Source: an optimization exercise on an open RTL-to-GDS flow (aim: small area, a short achievable clock period and few clock cycles). Production flows keep margins and buffers that such runs may drop. Only simulation tests tie the RTL to the original design; equivalence was not proved. No driver is modelled on the clock port, so clocking that relies on it looks cheaper here than on a real chip. Power and IR drop assume default switching activity.

==> module linebuf_ctrl, before the edit <==
module linebuf_ctrl (
  input  logic        clk,
  input  logic        xrst,
  input  logic [5:0]  img_size,
  input  logic [5:0]  fil_size,
  input  logic [5:0]  pad_size,
  input  logic        req,
  output logic        ack,
  output logic        ready,
  output logic [4:0]  sel1,
  output logic [4:0]  sel0,
  output logic [8:0]  tap_en,       
  output logic        start,
  output logic        valid,
  output logic        stop
);
  logic       pend_v;
  logic [4:0] pend_n1;             
  logic       pend_f1, pend_f2, pend_p1;
  logic       pend_wide;           
  logic       in_busy;
  logic [4:0] in_n1;               
  logic [4:0] in_per1;             
  logic [2:0] in_bub;              
  logic       in_f1, in_f2, in_p1;
  logic       in_r5;               
  logic [4:0] icol, irow;          
  logic       coll, rowl, in_last;
  logic [5:0] hold;                
  logic [6:0] timer;               
  logic [4:0] sdly;
  logic       take, go, fire;
  logic [6:0] d0p1;
  logic       tle1, hle6;          
  logic       o_act;
  logic [4:0] wr, wc;              
  logic [4:0] o_per1;
  logic [2:0] o_vb;                
  logic [2:0] o_bub1;              
  logic       o_p1, o_last, o_n1is0;
  logic       wcl, r0m, r2m, c0m, c2m;
  logic       e_start, e_valid, e_stop;
  assign take      = req && ack;
  assign in_last   = coll && rowl;
  assign go        = pend_v && (!in_busy || in_last) && tle1 &&
                     ((in_busy && in_last) ? in_r5 : hle6);
  assign fire      = timer == 7'd1;
  assign d0p1      = pend_f1 ? 7'd7 :
                     !pend_wide ? (pend_p1 ? 7'd7 : 7'd13) :
                     pend_p1    ? {2'b0, pend_n1} + 7'd3 : {1'b0, pend_n1, 1'b0} + 7'd5;
  always_ff @(posedge clk) begin
    if (!xrst) begin
      pend_v  <= 1'b0;
      ack     <= 1'b1;
      in_busy <= 1'b0;
      ready   <= 1'b0;
      hold    <= '0;
      timer   <= '0;
      tle1    <= 1'b1;
      hle6    <= 1'b1;
      sdly    <= '0;
    end else begin
      if (take) begin
        pend_v <= 1'b1;
        ack    <= 1'b0;
      end else if (go) begin
        pend_v <= 1'b0;
        ack    <= 1'b1;
      end
      if (go) begin
        in_busy <= 1'b1;
        ready   <= 1'b1;
      end else if (in_busy && in_last) begin
        in_busy <= 1'b0;
        ready   <= 1'b0;
      end else if (in_busy) begin
        ready   <= coll || (ready && icol != 5'(in_bub));
      end
      if (in_busy && in_last) begin
        hold <= in_f1 ? 6'd7 : (in_p1 || in_f2) ? {1'b0, in_n1} + 6'd3 : 6'd1;
        hle6 <= !in_f1 && ((!in_p1 && !in_f2) || in_n1 <= 5'd3);
      end else begin
        if (hold != '0)
          hold <= hold - 1'b1;
        hle6 <= hold <= 6'd7;
      end
      if (go) begin
        timer <= d0p1;
        tle1  <= 1'b0;
      end else begin
        if (timer != '0)
          timer <= timer - 1'b1;
        tle1 <= timer <= 7'd2;
      end
      sdly <= {sdly[3:0], go};
    end
  end
  always_ff @(posedge clk) begin
    if (take) begin
      pend_n1   <= 5'(img_size - 6'd1);
      pend_wide <= fil_size[1:0] == 2'd1 || img_size >= 6'd5;
      pend_f1 <= fil_size[1:0] == 2'd1;
      pend_f2 <= fil_size[1:0] == 2'd2;
      pend_p1 <= pad_size[0];
    end
  end
  always_ff @(posedge clk) begin
    if (go) begin
      in_n1   <= pend_n1;
      in_per1 <= pend_wide ? pend_n1 : 5'd4;
      in_bub  <= pend_wide ? 3'd0 : 3'(3'd4 - pend_n1[2:0]);
      in_f1   <= pend_f1;
      in_f2   <= pend_f2;
      in_p1   <= pend_p1;
      in_r5   <= !pend_f1 && ((!pend_p1 && !pend_f2) || pend_n1 <= 5'd2);
      icol    <= pend_wide ? pend_n1 : 5'd4;
      irow    <= pend_n1;
      coll    <= pend_f1 && pend_n1 == '0;
      rowl    <= pend_n1 == '0;
    end else if (in_busy) begin
      if (coll) begin
        icol <= in_per1;
        irow <= irow - 1'b1;
        coll <= in_per1 == '0;
        rowl <= irow == 5'd1;
      end else begin
        icol <= icol - 1'b1;
        coll <= icol == 5'd1;
      end
    end
  end
  always_ff @(posedge clk) begin
    if (sdly[3])
      sel1 <= (in_f1 || in_n1 <= 5'd4) ? 5'd0 :
              in_n1[4] ? {1'b1, in_n1[3:0]} : {1'b0, in_n1[3:2] - 2'd1, in_n1[1:0]};
    if (sdly[4])
      sel0 <= sel1;
  end
  assign o_last = wr == '0 && wc == 5'(o_vb);
  always_ff @(posedge clk) begin
    if (!xrst) begin
      o_act   <= 1'b0;
      e_start <= 1'b0;
      e_valid <= 1'b0;
      e_stop  <= 1'b0;
      start   <= 1'b0;
      valid   <= 1'b0;
      stop    <= 1'b0;
    end else begin
      if (fire) begin
        o_act   <= 1'b1;
        e_start <= 1'b1;
        e_valid <= 1'b1;
        e_stop  <= 1'b0;
      end else if (o_act) begin
        e_start <= 1'b0;
        if (o_last) begin
          o_act   <= 1'b0;
          e_valid <= 1'b0;
          e_stop  <= 1'b1;
        end else begin
          e_valid <= wcl || (e_valid && wc != 5'(o_vb));
        end
      end else begin
        e_start <= 1'b0;
        e_valid <= 1'b0;
        e_stop  <= 1'b0;
      end
      start <= e_start;
      valid <= e_valid;
      stop  <= e_stop;
    end
  end
  always_ff @(posedge clk) begin
    if (fire) begin
      wr      <= (in_f1 || in_p1) ? in_n1 : in_f2 ? 5'(in_n1 - 1'b1) : 5'(in_n1 - 2'd2);
      wc      <= in_per1;
      o_per1  <= in_per1;
      o_vb    <= in_bub + ((in_f1 || in_p1) ? 3'd0 : in_f2 ? 3'd1 : 3'd2);
      o_bub1  <= in_bub + 1'b1;
      o_n1is0 <= in_n1 == '0;
      wcl     <= in_per1 == '0;
      r0m     <= 1'b1;
      r2m     <= in_n1 == '0;
      c0m     <= 1'b1;
      c2m     <= in_n1 == '0;
      o_p1    <= in_p1;
    end else if (wcl) begin
      wc  <= o_per1;
      wr  <= wr - 1'b1;
      wcl <= o_per1 == '0;
      r0m <= 1'b0;
      r2m <= wr == 5'd1;
      c0m <= 1'b1;
      c2m <= o_n1is0;
    end else begin
      wc  <= wc - 1'b1;
      wcl <= wc == 5'd1;
      c0m <= 1'b0;
      c2m <= wc == 5'(o_bub1);
    end
  end
  always_comb begin
    for (int r = 0; r < 3; r++)
      for (int c = 0; c < 3; c++)
        tap_en[r*3+c] = !(o_act && o_p1 &&
                          ((r == 0 && r0m) || (r == 2 && r2m) ||
                           (c == 0 && c0m) || (c == 2 && c2m)));
  end
endmodule
clock: 6.0 ns
lec_check: 0
cap_margin: 20
core_margin: 2
core_utilization: 65
cts_buf_list: sky130_fd_sc_hd__clkbuf_16
cts_cluster_diameter: 80
cts_cluster_size: 30
setup_slack_margin: 4.0
slew_margin: 20
standard.sh (not shown) runs the stock make flow with config.mk's settings and CLKGATE_MAP_FILE= SYNTH_SCRIPT=/design/flow/synth_recipe.tcl, a recipe that flattens the netlist after the stock synthesis.
==> flow/flow/run.sh <==
#!/bin/bash
set -euo pipefail
bash standard.sh cts > log_1_to_cts.txt 2>&1
openroad -no_init -exit flow/skiproot.tcl > log_2_skiproot.txt 2>&1
bash standard.sh finish > log_3_to_finish.txt 2>&1
==> flow/flow/skiproot.tcl <==
# Remove the clock tree's root buffer: the clock port net takes over its loads.
set odb orfs/results/sky130hd/linebuf_pad_top/base/4_cts.odb
read_db $odb
set block [ord::get_db_block]
set port [$block findBTerm clk]
set clknet [$port getNet]
set iterms [$clknet getITerms]
if {[llength $iterms] != 1} {
  puts "clock port drives [llength $iterms] pins; left as is"
} else {
  set root [[lindex $iterms 0] getInst]
  set rname [$root getName]
  set rout [$root findITerm X]
  set onet [$rout getNet]
  set loads {}
  foreach it [$onet getITerms] {
    if {[$it isInputSignal]} { lappend loads $it }
  }
  if {[llength $loads] > 4} {
    puts "root drives [llength $loads] pins; left as is"
  } else {
    foreach it $loads {
      $it disconnect
      $it connect $clknet
    }
    [$root findITerm A] disconnect
    $rout disconnect
    odb::dbInst_destroy $root
    odb::dbNet_destroy $onet
    puts "removed root $rname; clock port drives [llength $loads] buffers"
  }
}
write_db $odb
Testbench counts at the start, summed over its fixed seeds: cycles 22,692.
Rerun with:
--- a/flow/design.v
+++ b/flow/design.v
@@ -115,6 +115,7 @@
   logic [4:0] in_per1;             
   logic [2:0] in_bub;              
   logic       in_f1, in_f2, in_p1;
+  logic [5:0] in_r;                
   logic       in_r5;               
   logic [4:0] icol, irow;          
   logic       coll, rowl, in_last;
@@ -169,8 +170,8 @@
         ready   <= coll || (ready && icol != 5'(in_bub));
       end
       if (in_busy && in_last) begin
-        hold <= in_f1 ? 6'd7 : (in_p1 || in_f2) ? {1'b0, in_n1} + 6'd3 : 6'd1;
-        hle6 <= !in_f1 && ((!in_p1 && !in_f2) || in_n1 <= 5'd3);
+        hold <= in_r;
+        hle6 <= in_r <= 6'd6;
       end else begin
         if (hold != '0)
           hold <= hold - 1'b1;
@@ -204,6 +205,7 @@
       in_f1   <= pend_f1;
       in_f2   <= pend_f2;
       in_p1   <= pend_p1;
+      in_r    <= pend_f1 ? 6'd7 : (pend_p1 || pend_f2) ? {1'b0, pend_n1} + 6'd3 : 6'd1;
       in_r5   <= !pend_f1 && ((!pend_p1 && !pend_f2) || pend_n1 <= 5'd2);
       icol    <= pend_wide ? pend_n1 : 5'd4;
       irow    <= pend_n1;
After rerunning: Clock-buffer cell count is lower by 1; cell area rises by 0.50%; routed wire length goes up by about 1.7%; global-route usage barely changes; area after synthesis stays flat; core utilization rose by 0.37 points; register-to-register slack is worse by 0.10 ns; setup slack gets worse by 0.020 ns; critical path depth is unchanged; first-iteration DRC count drops by about 19%; power increases by about 1.3%; clock skew is about the same; sequential power rises by about 0.8%; final cell count rises by 0.43%.
Testbench counts after the change, summed over its fixed seeds: cycles 22,692.

afterwards: timing with drivers on the ports:
The flow's constraints put no driver on any port. The routed layouts listed below were extracted and timed again, unchanged, in two steps.
Step 1 assumes that a clkbuf_16 drives the clock port and a buf_2 every other input.
Step 2, shift: input delay + t, output delay - t, t = (earliest + latest rising clock arrival at the registers) / 2. This alone moves slack from input paths to output paths.
Three values: ideal, step 1, step 2; two values: the first two.
| run | t, ns | slack for setup (ns) | worst hold slack (ns) | worst slew at a driven data input, ns | cell pins on the clock port's net |
|---|---|---|---|---|---|
| the first run | 0.540 | 3.884 / 3.765 / 3.539 | 0.326 / 0.326 / 0.326 | 0.07 | 4 |
| the second run | 0.550 | 3.865 / 3.747 / 3.562 | 0.320 / 0.320 / 0.320 | 0.04 | 4 |
After both steps every run listed still meets setup and hold. For the first run, which loses most, drivers alone change the setup slack by -0.119 ns; drivers and shift together by -0.345 ns.
